This design comes from an exercise in tuning for a short achievable clock period and few clock cycles per item on the open sky130 flow, not from production work.
Function was checked by simulation only, so behaviour that the tests miss may differ from the original.

[design/flow/config.mk]
export PLATFORM = sky130hd
export DESIGN_NAME = segmental_snr_meter
export DESIGN_NICKNAME = segmental_snr_meter
export VERILOG_FILES = /design/flow/design.v
export SDC_FILE = /design/flow/constraint.sdc
export NUM_CORES = 4
export LEC_CHECK = 0
export CAP_MARGIN = 20
export CORE_MARGIN = 2
export CORE_UTILIZATION = 40
export SLEW_MARGIN = 20
[design/flow/constraint.sdc]
create_clock -name core_clock -period 13.0 [get_ports {clk}]
set_input_delay 2.6000 -clock core_clock [delete_from_list [all_inputs] [get_ports {clk}]]
set_output_delay 2.6000 -clock core_clock [all_outputs]
set_load 0.01 [all_outputs]
[design/flow/design.v]
package ssnr_pkg;
	localparam int unsigned DbPerLog2Q16 = 197283;
	localparam int unsigned FrameLenReset = 160;
	typedef enum logic [3:0] {
		ST_IDLE,
		ST_ACC,
		ST_FLOG_S,
		ST_FLOG_E,
		ST_FMUL,
		ST_FSUM,
		ST_TLOG_S,
		ST_TLOG_E,
		ST_TMUL,
		ST_DIV,
		ST_OUT
	} state_t;
	typedef struct packed {
		logic        start;
		logic [63:0] value;
	} log_req_t;
	typedef struct packed {
		logic        done;
		logic [21:0] result;
	} log_rsp_t;
endpackage
import ssnr_pkg::*;
module ssnr_log2
(
	input  logic     clk,
	input  logic     arst_n,
	input  ssnr_pkg::log_req_t req,
	output ssnr_pkg::log_rsp_t rsp
);
	logic [63:0] norm_q;
	logic [5:0]  msb_q;
	logic [32:0] m_q;
	logic [15:0] frac_q;
	logic [4:0]  cnt_q;
	logic [1:0]  phase_q;
	logic [65:0] sq;
	logic [34:0] sqs;
	assign sq  = {33'd0, m_q} * {33'd0, m_q};
	assign sqs = sq[65:31];
	always_ff @(posedge clk or negedge arst_n) begin
		if (!arst_n) begin
			phase_q <= 2'd0;
			cnt_q   <= 5'd0;
		end else begin
			case (phase_q)
				2'd0: if (req.start) begin
					norm_q  <= req.value;
					msb_q   <= 6'd63;
					phase_q <= 2'd1;
				end
				2'd1: begin
					if (norm_q[63] || msb_q == 6'd0) begin
						m_q     <= {1'b0, norm_q[63:32]};
						frac_q  <= 16'd0;
						cnt_q   <= 5'd0;
						phase_q <= 2'd2;
					end else begin
						norm_q <= norm_q << 1;
						msb_q  <= msb_q - 6'd1;
					end
				end
				2'd2: begin
					if (sqs[32]) begin
						m_q    <= sqs[33:1];
						frac_q <= {frac_q[14:0], 1'b1};
					end else begin
						m_q    <= sqs[32:0];
						frac_q <= {frac_q[14:0], 1'b0};
					end
					cnt_q <= cnt_q + 5'd1;
					if (cnt_q == 5'd15) phase_q <= 2'd3;
				end
				default: phase_q <= 2'd0;
			endcase
		end
	end
	assign rsp.done   = (phase_q == 2'd3);
	assign rsp.result = {msb_q, frac_q};
endmodule
import ssnr_pkg::*;
module segmental_snr_meter
#(
	parameter int MAX_FRAME_LENGTH = 4096
) (
	input  logic        clk,
	input  logic        arst_n,
	input  logic        s_axis_tvalid,
	output logic        s_axis_tready,
	input  logic [31:0] s_axis_tdata,   
	input  logic        s_axis_tlast,
	output logic        m_axis_tvalid,
	input  logic        m_axis_tready,
	output logic [31:0] m_axis_tdata,   
	output logic [1:0]  m_axis_tuser,   
	input  logic        cfg_valid,
	output logic        cfg_ready,
	input  logic [12:0] cfg_data
);
	localparam int PosW = $clog2(MAX_FRAME_LENGTH + 1);
	localparam logic [63:0] MaxLen = 64'(MAX_FRAME_LENGTH);
	ssnr_pkg::state_t state_q, state_d;
	logic [12:0] flen_q;
	logic [63:0] tse_q, tee_q;
	logic [47:0] fse_q, fee_q, dbsum_q;
	logic [PosW-1:0] pos_q;
	logic [31:0] fcnt_q;
	logic sat_q, last_q, osat_q, seg_v_q;
	logic [31:0] sx_q, se_q;
	logic [21:0] logs_q;
	logic [15:0] snr_q, seg_q;
	logic        mvalid_q;
	logic [47:0] rem_q, quo_q, dmag_q;
	logic [5:0]  dcnt_q;
	logic        dneg_q;
	logic [22:0] diff_q;
	logic [63:0] prod_s1;
	logic        rsel_q;
	logic        special_q;
	logic [15:0] special_val_q;
	ssnr_pkg::log_req_t lreq;
	ssnr_pkg::log_rsp_t lrsp;
	ssnr_log2 u_log (.clk(clk), .arst_n(arst_n), .req(lreq), .rsp(lrsp));
	logic signed [15:0] x, y;
	logic signed [16:0] err;
	logic [16:0] ax, ae;
	logic [PosW-1:0] len;
	logic [64:0] tsum_s, tsum_e;
	logic [48:0] fsum_s, fsum_e;
	assign x   = s_axis_tdata[15:0];
	assign y   = s_axis_tdata[31:16];
	assign err = 17'(x) - 17'(y);
	assign ax  = x[15] ? 17'(-(17'(x))) : 17'(x);
	assign ae  = err[16] ? 17'(-err) : 17'(err);
	always_comb begin
		if (flen_q == 13'd0) len = PosW'(1);
		else if (64'(flen_q) > MaxLen) len = PosW'(MAX_FRAME_LENGTH);
		else len = PosW'(flen_q);
	end
	assign tsum_s = {1'b0, tse_q} + 65'(sx_q);
	assign tsum_e = {1'b0, tee_q} + 65'(se_q);
	assign fsum_s = {1'b0, fse_q} + 49'(sx_q);
	assign fsum_e = {1'b0, fee_q} + 49'(se_q);
	assign s_axis_tready = (state_q == ST_IDLE) && !mvalid_q;
	assign cfg_ready     = (state_q == ST_IDLE);
	assign m_axis_tvalid = mvalid_q;
	assign m_axis_tdata  = {seg_q, snr_q};
	assign m_axis_tuser  = {osat_q, seg_v_q};
	logic [63:0] pmag;
	logic [39:0] q8;
	logic signed [40:0] rdb;
	assign pmag = prod_s1[63] ? 64'(-prod_s1) : prod_s1;
	assign q8   = 40'((pmag + 64'd8388608) >> 24);
	assign rdb  = special_q ? 41'(signed'(special_val_q))
		: (prod_s1[63] ? -(41'(q8)) : 41'(q8));
	logic signed [49:0] nsum;
	assign nsum = 50'(signed'(dbsum_q)) + 50'(rdb);
	logic [48:0] trial;
	assign trial = {rem_q, quo_q[47]} - {17'd0, fcnt_q};
	always_comb begin
		state_d     = state_q;
		lreq.start  = 1'b0;
		lreq.value  = rsel_q ? tee_q : tse_q;
		unique case (state_q)
			ST_IDLE:   if (s_axis_tvalid && s_axis_tready) state_d = ST_ACC;
			ST_ACC:    state_d = (64'(pos_q) + 64'd1 >= 64'(len)) ? ST_FLOG_S
				: (last_q ? ST_TLOG_S : ST_IDLE);
			ST_FLOG_S: begin
				lreq.value = rsel_q ? {16'd0, fee_q} : {16'd0, fse_q};
				lreq.start = !special_q;
				if (special_q) state_d = ST_FSUM;
				else if (lrsp.done) state_d = rsel_q ? ST_FMUL : ST_FLOG_S;
			end
			ST_FLOG_E: state_d = ST_FMUL;
			ST_FMUL:   state_d = ST_FSUM;
			ST_FSUM:   state_d = last_q ? ST_TLOG_S : ST_IDLE;
			ST_TLOG_S: begin
				lreq.start = !special_q;
				if (special_q) state_d = ST_DIV;
				else if (lrsp.done) state_d = rsel_q ? ST_TMUL : ST_TLOG_S;
			end
			ST_TLOG_E: state_d = ST_TMUL;
			ST_TMUL:   state_d = ST_DIV;
			ST_DIV:    if (dcnt_q == 6'd49) state_d = ST_OUT;
			ST_OUT:    state_d = ST_IDLE;
			default:   state_d = ST_IDLE;
		endcase
	end
	always_ff @(posedge clk or negedge arst_n) begin
		if (!arst_n) state_q <= ST_IDLE;
		else state_q <= state_d;
	end
	always_ff @(posedge clk or negedge arst_n) begin
		if (!arst_n) begin
			flen_q   <= 13'(ssnr_pkg::FrameLenReset);
			tse_q    <= '0; tee_q <= '0; fse_q <= '0; fee_q <= '0;
			pos_q    <= '0; dbsum_q <= '0; fcnt_q <= '0; sat_q <= 1'b0;
			mvalid_q <= 1'b0; rsel_q <= 1'b0; special_q <= 1'b0;
			last_q   <= 1'b0; dcnt_q <= '0;
		end else begin
			if (mvalid_q && m_axis_tready) mvalid_q <= 1'b0;
			if (cfg_valid && cfg_ready) flen_q <= cfg_data;
			case (state_q)
				ST_IDLE: if (s_axis_tvalid && s_axis_tready) begin
					sx_q   <= 32'(ax) * 32'(ax);
					se_q   <= 32'(ae) * 32'(ae);
					last_q <= s_axis_tlast;
				end
				ST_ACC: begin
					tse_q <= tsum_s[64] ? '1 : tsum_s[63:0];
					tee_q <= tsum_e[64] ? '1 : tsum_e[63:0];
					if (64'(pos_q) + 64'd1 >= 64'(len)) begin
						pos_q  <= '0;
						fse_q  <= fsum_s[48] ? '1 : fsum_s[47:0];
						fee_q  <= fsum_e[48] ? '1 : fsum_e[47:0];
						rsel_q <= 1'b0;
						special_q <= (fsum_s == '0) || (fsum_e == '0);
						if ((fsum_s == '0) || (fsum_e == '0)) begin
							sat_q <= 1'b1;
							special_val_q <= (fsum_s == '0 && fsum_e == '0) ? 16'd0
								: ((fsum_e == '0) ? 16'h7FFF : 16'h8000);
						end
					end else begin
						pos_q <= pos_q + PosW'(1);
						fse_q <= fsum_s[48] ? '1 : fsum_s[47:0];
						fee_q <= fsum_e[48] ? '1 : fsum_e[47:0];
						if (last_q) begin
							rsel_q <= 1'b0;
							special_q <= (tsum_s == '0) || (tsum_e == '0);
							osat_q <= sat_q || (tsum_s == '0) || (tsum_e == '0);
							special_val_q <= (tsum_s == '0 && tsum_e == '0) ? 16'd0
								: ((tsum_e == '0) ? 16'h7FFF : 16'h8000);
						end
					end
				end
				ST_FLOG_S, ST_TLOG_S: if (lrsp.done && !special_q) begin
					if (!rsel_q) begin
						logs_q <= lrsp.result;
						rsel_q <= 1'b1;
					end else begin
						diff_q <= 23'(logs_q) - 23'(lrsp.result);
					end
				end
				ST_FMUL, ST_TMUL: prod_s1 <= 64'(signed'(diff_q)) * 64'(ssnr_pkg::DbPerLog2Q16);
				default: ;
			endcase
			if (state_q == ST_FSUM) begin
				fse_q <= '0;
				fee_q <= '0;
				if (nsum > 50'sh7FFFFFFFFFFF) dbsum_q <= 48'h7FFFFFFFFFFF;
				else if (nsum < -50'sh800000000000) dbsum_q <= 48'h800000000000;
				else dbsum_q <= nsum[47:0];
				if (fcnt_q != '1) fcnt_q <= fcnt_q + 32'd1;
				if (last_q) begin
					rsel_q <= 1'b0;
					special_q <= (tse_q == '0) || (tee_q == '0);
					osat_q <= sat_q || (tse_q == '0) || (tee_q == '0);
					special_val_q <= (tse_q == '0 && tee_q == '0) ? 16'd0
						: ((tee_q == '0) ? 16'h7FFF : 16'h8000);
				end
			end
			if ((state_q == ST_TMUL) || (state_q == ST_TLOG_S && special_q)) begin
				dneg_q <= dbsum_q[47];
				dmag_q <= dbsum_q[47] ? 48'(-dbsum_q) : dbsum_q;
				dcnt_q <= '0;
			end
			if (state_q == ST_DIV) begin
				dcnt_q <= dcnt_q + 6'd1;
				if (dcnt_q == 6'd0) begin
					snr_q <= (rdb > 41'sd32767) ? 16'h7FFF
						: ((rdb < -41'sd32768) ? 16'h8000 : rdb[15:0]);
					rem_q <= '0;
					quo_q <= dmag_q + 48'(fcnt_q >> 1);
				end else if (dcnt_q <= 6'd48) begin
					if (!trial[48]) begin
						rem_q <= trial[47:0];
						quo_q <= {quo_q[46:0], 1'b1};
					end else begin
						rem_q <= {rem_q[46:0], quo_q[47]};
						quo_q <= {quo_q[46:0], 1'b0};
					end
				end
			end
			if (state_q == ST_OUT) begin
				seg_v_q <= (fcnt_q != '0);
				if (fcnt_q == '0) seg_q <= 16'd0;
				else if (quo_q > 48'd32767 && !dneg_q) seg_q <= 16'h7FFF;
				else if (quo_q > 48'd32768 && dneg_q) seg_q <= 16'h8000;
				else seg_q <= dneg_q ? 16'(-quo_q[15:0]) : quo_q[15:0];
				mvalid_q <= 1'b1;
				tse_q <= '0; tee_q <= '0; fse_q <= '0; fee_q <= '0;
				pos_q <= '0; dbsum_q <= '0; fcnt_q <= '0; sat_q <= 1'b0;
			end
		end
	end
endmodule
[design/flow/run.sh]
#!/bin/bash
# synth_recipe.tcl (not shown) runs the flow's synth.tcl, then flattens the netlist and writes it again
# the make line also repeats each setting of config.mk as NAME=value (left out here)
make -C /OpenROAD-flow-scripts/flow DESIGN_CONFIG=/design/flow/config.mk WORK_HOME=/design/flow/orfs CLKGATE_MAP_FILE= SYNTH_SCRIPT=/design/flow/synth_recipe.tcl finish
==> notes.md <==
[area by class of cell]
class                   instances  area share, %
inverters                    1987          6.469
well taps                    3533          3.834
repair buffers                235          1.748
clock buffers                 126          2.379
flip-flops and latches        815          19.71
diodes                          1       0.002171
multi-input cells            8350          65.24
clock inverters                64         0.6197
[layer usage]
layer / wire, um / global-route usage, % / part of all wire, %
met1: 133000 / 30.19 / 44
met2: 142800 / 37.44 / 47
met3: 16190 / 2.715 / 5.3
met4: 12160 / 7.860 / 4.0
met5: 8 / 0 / 0.0026
[cell usage in the layout (no fill, tap or decap), types with 73 or more instances in the layout]
master	n
mux2_2	73
nand2_1	1058
and2_1	268
clkdlybuf4s50_1	86
a21oi_1	529
a21o_1	191
ha_1	952
nor4_1	91
buf_4	144
a31oi_1	91
clkbuf_16	102
nand3_1	198
edfxtp_1	463
xor2_1	170
nand4_1	82
fa_1	1348
o31ai_1	95
and3_1	103
or3_1	91
o21ai_0	475
nand2b_1	84
xnor2_1	401
nor2_1	792
nor3_1	179
nor2b_1	77
o21a_1	74
inv_1	1964
dfrtp_1	348
[worst max-delay path: cells and delay by family]
family          cells  cell delay (ps)
fa+ha+maj           9             3720
compound gates     17             3370
buf+inv             8             1290
simple gates        6             1110
xor+xnor            2              330
[registers in the layout, indices dropped and copies added (netlist names), 33 cells and up]
| name | cells |
|---|---|
| quo_q | 48 |
| dbsum_q | 48 |
| tse_q | 64 |
| prod_s1 | 42 |
| fse_q | 48 |
| dmag_q | 48 |
| tee_q | 64 |
| rem_q | 48 |
| fee_q | 48 |
| u_log.norm_q | 64 |
| u_log.m_q | 33 |
[cell families (layout without fill, tap and decap cells)]
| logic type | count (synthesis) | in the layout | share of synthesized area, % |
|---|---|---|---|
| and+or+nand+nor | 3214 | 3214 | 14.26 |
| buffers and inverters | 2440 | 2412 | 8.613 |
| other | 2 | 46 | 0.007034 |
| adders and majority gates | 2302 | 2302 | 36.46 |
| DFF | 815 | 815 | 21.27 |
| muxes | 168 | 168 | 2.223 |
| xor gates and xnor gates | 571 | 571 | 4.684 |
| AOI/OAI and AO/OA | 2050 | 2050 | 12.48 |
[worst paths after layout]
check,slack (ps),start,endpoint
max reg2reg,1400,u_log.m_q[18],u_log.m_q[24]
min in group asynchronous,1750,arst_n,dbsum_q[3]
min,450,u_log.frac_q[3],logs_q[3]
max,1050,s_axis_tdata[0],se_q[31]
max in group asynchronous,8910,arst_n,flen_q[12]
min reg2reg,450,u_log.frac_q[3],logs_q[3]
[per-stage QoR]
stage | area (um^2) | utilization [%] | setup WS [ps] | hold WS, ps
global route | 115300 | 43.45 | 223.5 | 456.6
global placement | 111800 | 42.13 | 232.3 | 428.1
detailed placement | 111800 | 42.13 | 248.1 | 436.9
CTS | 115300 | 43.44 | 1050 | 448.4
floorplan | 106900 | - | 992.1 | 426.4
finish | 115300 | 43.45 | 1045 | 449.9
==> notes.md <==
vias post-DR=82,340; Worst Max-Slew Pin Slew=1190 ps; largest net degree at the start of global routing=129; Die Width=520.6 um; setup repair after global routing missed its margin=false; crit path kind=primary input to flip-flop; vias in the first global route=85,250; clk_skew=57.57 ps; die area=0.2711 mm^2; Post-DRT Antenna Nets=0; placed cell count=14,920; Post-Syn Area per Cell=9.234 um^2; Residual DRC=0; Max Clk Rate=83.65 MHz; final wirelength=304,100 um; Yosys top cell by area=fa_1; # nets final=13,840; PortBufs=87; Crit path arrival time=12,470 ps; postcts setup bufs=0; Initial Utilization=40.24%; routed len/inst=20.13 um; initial antenna violation count=8; Hold Path Stages=0; Area contributors post-synth=fa_1 (25%), edfxtp_1 (13%), ha_1 (11%); setup_tns=0 ps; Worst-path clk slew=60 ps; final instance count without filler cells=15,110; synthesized area=0.1068 mm^2; Initial DRC Count=5,879; CTS tree=yes; cells after synthesis=11,560; Seq cells post-synth=815; Core Box Area=0.2653 mm^2; Reg2Reg Depth=30; Register Area=0.02272 mm^2; num rows=189; Crit path required time=13,510 ps; Root Buffer=clkbuf_16; CTS Sinks=815; synth unique cells=109; drt first pass iters=6; count leader, synth=inv_1; fin crit share=91.96%; Clock Path Buffers=3; post-synth top area share=25.28%; CP endpoint kind=flip-flop; Synth async-reset ratio=43.19%; DP Wirelength=239,700 um; GRT Total Usage=22.49%; FILL cells=25,810; vias per cell=5.449; Worst Hold Class=flip-flop to flip-flop; number of CTS-inserted buffers=101; Synth top cells by count=inv_1 (1,964), fa_1 (1,348), nand2_1 (1,059); outcome=finished clean; Final Wtd Congestion=0.9446; Hold Fails Final Rpt=0; min Tclk post-route=11,950 ps; Synth Flop Type=edfxtp_1; htree depth=3; hold_buf cts=0; GRT overflow=0; die height=520.6 um; number of flops mapped to enable cells by yosys=463; multi-input logic area=0.07521 mm^2; final setup fails=0; IO Pins=88; relative slew slack=20.64%; Skew-Pair Late Insertion Delay=780 ps; Final Max Slew Viols=0; CP max-delay cell=fa_1; Startpoint Class=primary input; post-synthesis sequential area ratio=21.27%; layout overhead on the synthesized area=7.980%; layout cells sized above 1=4.993%; Yosys warning count=2; Largest stage delay, worst path=560 ps; MaxCap Viol Count=0; Critical Path Fanout Max=15; first-pass GRT wire length=484,300 um; post-cts resize count=0
Testbench counts, summed over its fixed seeds: cycles 113,722, pairs 38,086.

re-timing with driven ports:
How much do the figures lean on ideal ports? The routed layout below was timed once more, with nothing changed but the port constraints.
Step 1 (the two cells are an assumption about what drives the block):
set clk [get_ports {clk}]
set_driving_cell -lib_cell sky130_fd_sc_hd__clkbuf_16 $clk
set_driving_cell -lib_cell sky130_fd_sc_hd__buf_2 [delete_from_list [all_inputs] $clk]
Step 2, shift: input delay + t, output delay - t, t = (earliest + latest rising clock arrival at the registers) / 2. This alone moves slack from input paths to output paths.
Three values: ideal ports, drivers, drivers and shift; two values: the first two.
shift t [ns]: 0.847
setup slack, ns: 1.045 / 1.115 / 0.268
hold WS [ns]: 0.450 / 0.450 / 0.450
After both steps setup and hold are still met in this run. For this run, drivers alone change the setup slack by +0.070 ns; drivers and shift together by -0.777 ns.
